Source: an optimization exercise on an open RTL-to-GDS flow (aim: small area, a short achievable clock period and few clock cycles per item). Production flows keep margins and buffers that such runs may drop. At most, simulation tests tie the RTL to the original design; equivalence was not proved.

// damped_sine_bank_synth
module damped_sine_bank_synth (
    input  logic        aclk,
    input  logic        aresetn,
    input  logic        cfg_we,
    input  logic [3:0]  cfg_wdata,
    input  logic        s_tvalid,
    output logic        s_tready,
    input  logic [63:0] s_tdata,
    input  logic [0:0]  s_tuser,
    output logic        m_tvalid,
    input  logic        m_tready,
    output logic [23:0] m_tdata
);
    localparam int K = dsbs_pkg::LANES;
    logic [3:0]   active_reg;
    logic [1:0]   cur;           
    logic         ready_reg;     
    logic         pv;            
    logic [1:0]   ppos;          
    logic [1:0]   outstanding;   
    logic [K-1:0] act;           
    logic         fin;           
    logic         q_v     [2];
    logic         q_tick  [2];
    logic [1:0]   q_grp   [2];   
    logic [K-1:0] q_lane  [2];
    logic [23:0]  q_step  [2];
    logic [15:0]  q_level [2];
    logic [15:0]  q_decay [2];
  ...
Size in the first run: ~2000 flip-flops, roughly 100 I/O pins, roughly 160000 µm² of cells after synthesis.
clock: 14.0 ns
lec_check: 0
abc_area: 1
cap_margin: 60
core_margin: 2
core_utilization: 50
cts_cluster_diameter: 100
cts_cluster_size: 30
slew_margin: 60
synth_memory_max_bits: 32768
run.sh (not shown) runs the stock make flow with config.mk's settings and CLKGATE_MAP_FILE= SYNTH_SCRIPT=/design/flow/synth_recipe.tcl, a recipe that flattens the netlist after the stock synthesis.
Testbench counts at the start, summed over its fixed seeds: cycles 7,215, items 2,312.
Change:
--- a/flow/config.mk
+++ b/flow/config.mk
@@ -9 +9 @@
-export CAP_MARGIN = 60
+export CAP_MARGIN = 80
@@ -11,4 +11,2 @@
-export CORE_UTILIZATION = 50
-export CTS_CLUSTER_DIAMETER = 100
-export CTS_CLUSTER_SIZE = 30
-export SLEW_MARGIN = 60
+export CORE_UTILIZATION = 60
+export SLEW_MARGIN = 80
The new run ran to the end with no violations; setup slack is better by 0.043 ns; non-clock buffer count goes up by 174; core utilization goes up by 14 points; sequential cell count does not change; design area goes up by 5.1%.
Change:
--- a/flow/config.mk
+++ b/flow/config.mk
@@ -9 +9 @@
-export CAP_MARGIN = 80
+export CAP_MARGIN = 60
@@ -11,2 +11,2 @@
-export CORE_UTILIZATION = 60
-export SLEW_MARGIN = 80
+export CORE_UTILIZATION = 50
+export SLEW_MARGIN = 60
The changed run ran to the end with no violations.
Worst hold slack gets worse by 0.010 ns.
Fmax is lower by 1.0%.
Clock skew is lower by 0.048 ns.
Design area is lower by 2.4%.

damped_sine_bank_synth, a different RTL version from the one above (not shown whole).
Size in the first run: roughly 20000 cells after synthesis, about 2000 flip-flops, about 100 I/O pins, about 160000 µm² of cells after synthesis.
==> flow/design.v (excerpt) <==
module damped_sine_bank_synth (
    input  logic        aclk,
    input  logic        aresetn,
    input  logic        cfg_we,
    input  logic [3:0]  cfg_wdata,
    input  logic        s_tvalid,
    output logic        s_tready,
    input  logic [63:0] s_tdata,
    input  logic [0:0]  s_tuser,
    output logic        m_tvalid,
    input  logic        m_tready,
    output logic [23:0] m_tdata
);
    localparam int K = dsbs_pkg::LANES;
    logic [3:0]   active_reg;
    logic [1:0]   cur;           
    logic         ready_reg;
    logic         ib_v;
    logic         ib_tick;
    logic [1:0]   ib_grp;        
    logic [K-1:0] ib_lane;
    logic [23:0]  ib_step;
    logic [15:0]  ib_level;
    logic [15:0]  ib_decay;
    logic         pv;            
    logic [1:0]   ppos;          
    logic [1:0]   outstanding;   
    logic [K-1:0] act;           
    logic         fin;           
  ...
Settings: LEC_CHECK=0, ABC_AREA=1, CAP_MARGIN=60, CORE_MARGIN=2, CORE_UTILIZATION=40, SLEW_MARGIN=60, SYNTH_MEMORY_MAX_BITS=32768; clock period 14.0 ns.
The baseline finished with timing, DRC and antenna clean.
Edit:
CAP_MARGIN = 20   (was 60)
SLEW_MARGIN = 20   (was 60)
Wire length is about the same. Non-clock buffer count is lower by 34. Critical path depth does not change.
No run of this note included a check of the RTL's function; only the layout flow was run.

Setup of run A:
damped_sine_bank_synth, a different RTL version from the one above (not shown whole).
Size: about 21000 cells after synthesis, roughly 100 I/O pins, ~160000 um^2 of cells after synthesis.
make LEC_CHECK=0 ABC_AREA=1 CAP_MARGIN=40 CORE_MARGIN=2 CORE_UTILIZATION=50 SLEW_MARGIN=40 SYNTH_MEMORY_MAX_BITS=32768 finish   # period 14.0 ns
Testbench counts of run A, summed over its fixed seeds: cycles 7,215, items 2,312.
The inputs of run B differ from those of run A as listed below.
Settings: putting CTS_CLUSTER_DIAMETER at 100 where nothing was set; swapping 40 for 60 in CAP_MARGIN; putting CTS_CLUSTER_SIZE at 30 where nothing was set; swapping 40 for 60 in SLEW_MARGIN.
Notes after the runs:
Summary of run B over run A: tightest hold margin rose 0.029 ns, share of the core filled with cells fell 1.1 points.
Both conditions hold for run B: the flow ran to the end and the final layout passed the timing, design-rule and antenna checks.
Run A: flow completed, timing, DRC and antenna clean
Diff run B..run A | cell depth of the worst flop-to-flop path | unchanged
> inputs changed (run B -> run C)
Settings: removing CTS_CLUSTER_SIZE (formerly 30); removing CTS_CLUSTER_DIAMETER (formerly 100).
==> comparison <==
Largest fanout on the critical path: run B vs run C identical. Lower routed wire length goes to run B over run C. The run showing the greater fraction of standard cell area in multi-input logic is run B. Diff run B -> run C: number of flip-flops and latches barely changed; met2 wire length climbed 1300 um.

static timing again, ports no longer ideal:
No port has a modelled driver above. Below, the same layouts with a new extraction and two added sets of constraints. Step 1: set_driving_cell puts a clkbuf_16 on aclk and a buf_2 on each other input, an assumption about the parent block. Step 2 adds t to the input delays and takes it off the output delays; t is the mean of the earliest and latest rising clock arrival at the registers after step 1. Input paths then give back, and output paths get back, about the clock's delay inside the block. Three values: ideal ports, drivers, drivers and shift; two values: the first two.
| run | shift t [ns] | slack for setup (ns) | hold slack, ns | pins driven straight from the clock port |
|---|---|---|---|---|
| the first run of note 1 | 0.907 | 9.335 / 9.235 / 8.963 | 0.239 / 0.239 / 0.239 | 1 |
| the second run of note 1 | 0.993 | 9.378 / 9.261 / 8.966 | 0.286 / 0.286 / 0.286 | 1 |
| the third run of note 1 | 1.002 | 9.330 / 9.219 / 8.901 | 0.276 / 0.276 / 0.276 | 1 |
| the first run of note 2 | 1.022 | 8.747 / 8.747 / 8.657 | 0.222 / 0.222 / 0.222 | 1 |
| the second run of note 2 | 1.010 | 8.222 / 8.222 / 8.222 | 0.263 / 0.263 / 0.263 | 1 |
| run A | 1.012 | 9.270 / 9.161 / 8.830 | 0.280 / 0.280 / 0.280 | 1 |
| run B | 0.983 | 9.244 / 9.137 / 8.896 | 0.309 / 0.309 / 0.309 | 1 |
| run C | 1.003 | 9.262 / 9.154 / 8.891 | 0.295 / 0.295 / 0.295 | 1 |
After both steps setup and hold are still met in every run listed. For run A, which loses most, drivers alone change the setup slack by -0.109 ns; drivers and shift together by -0.440 ns.
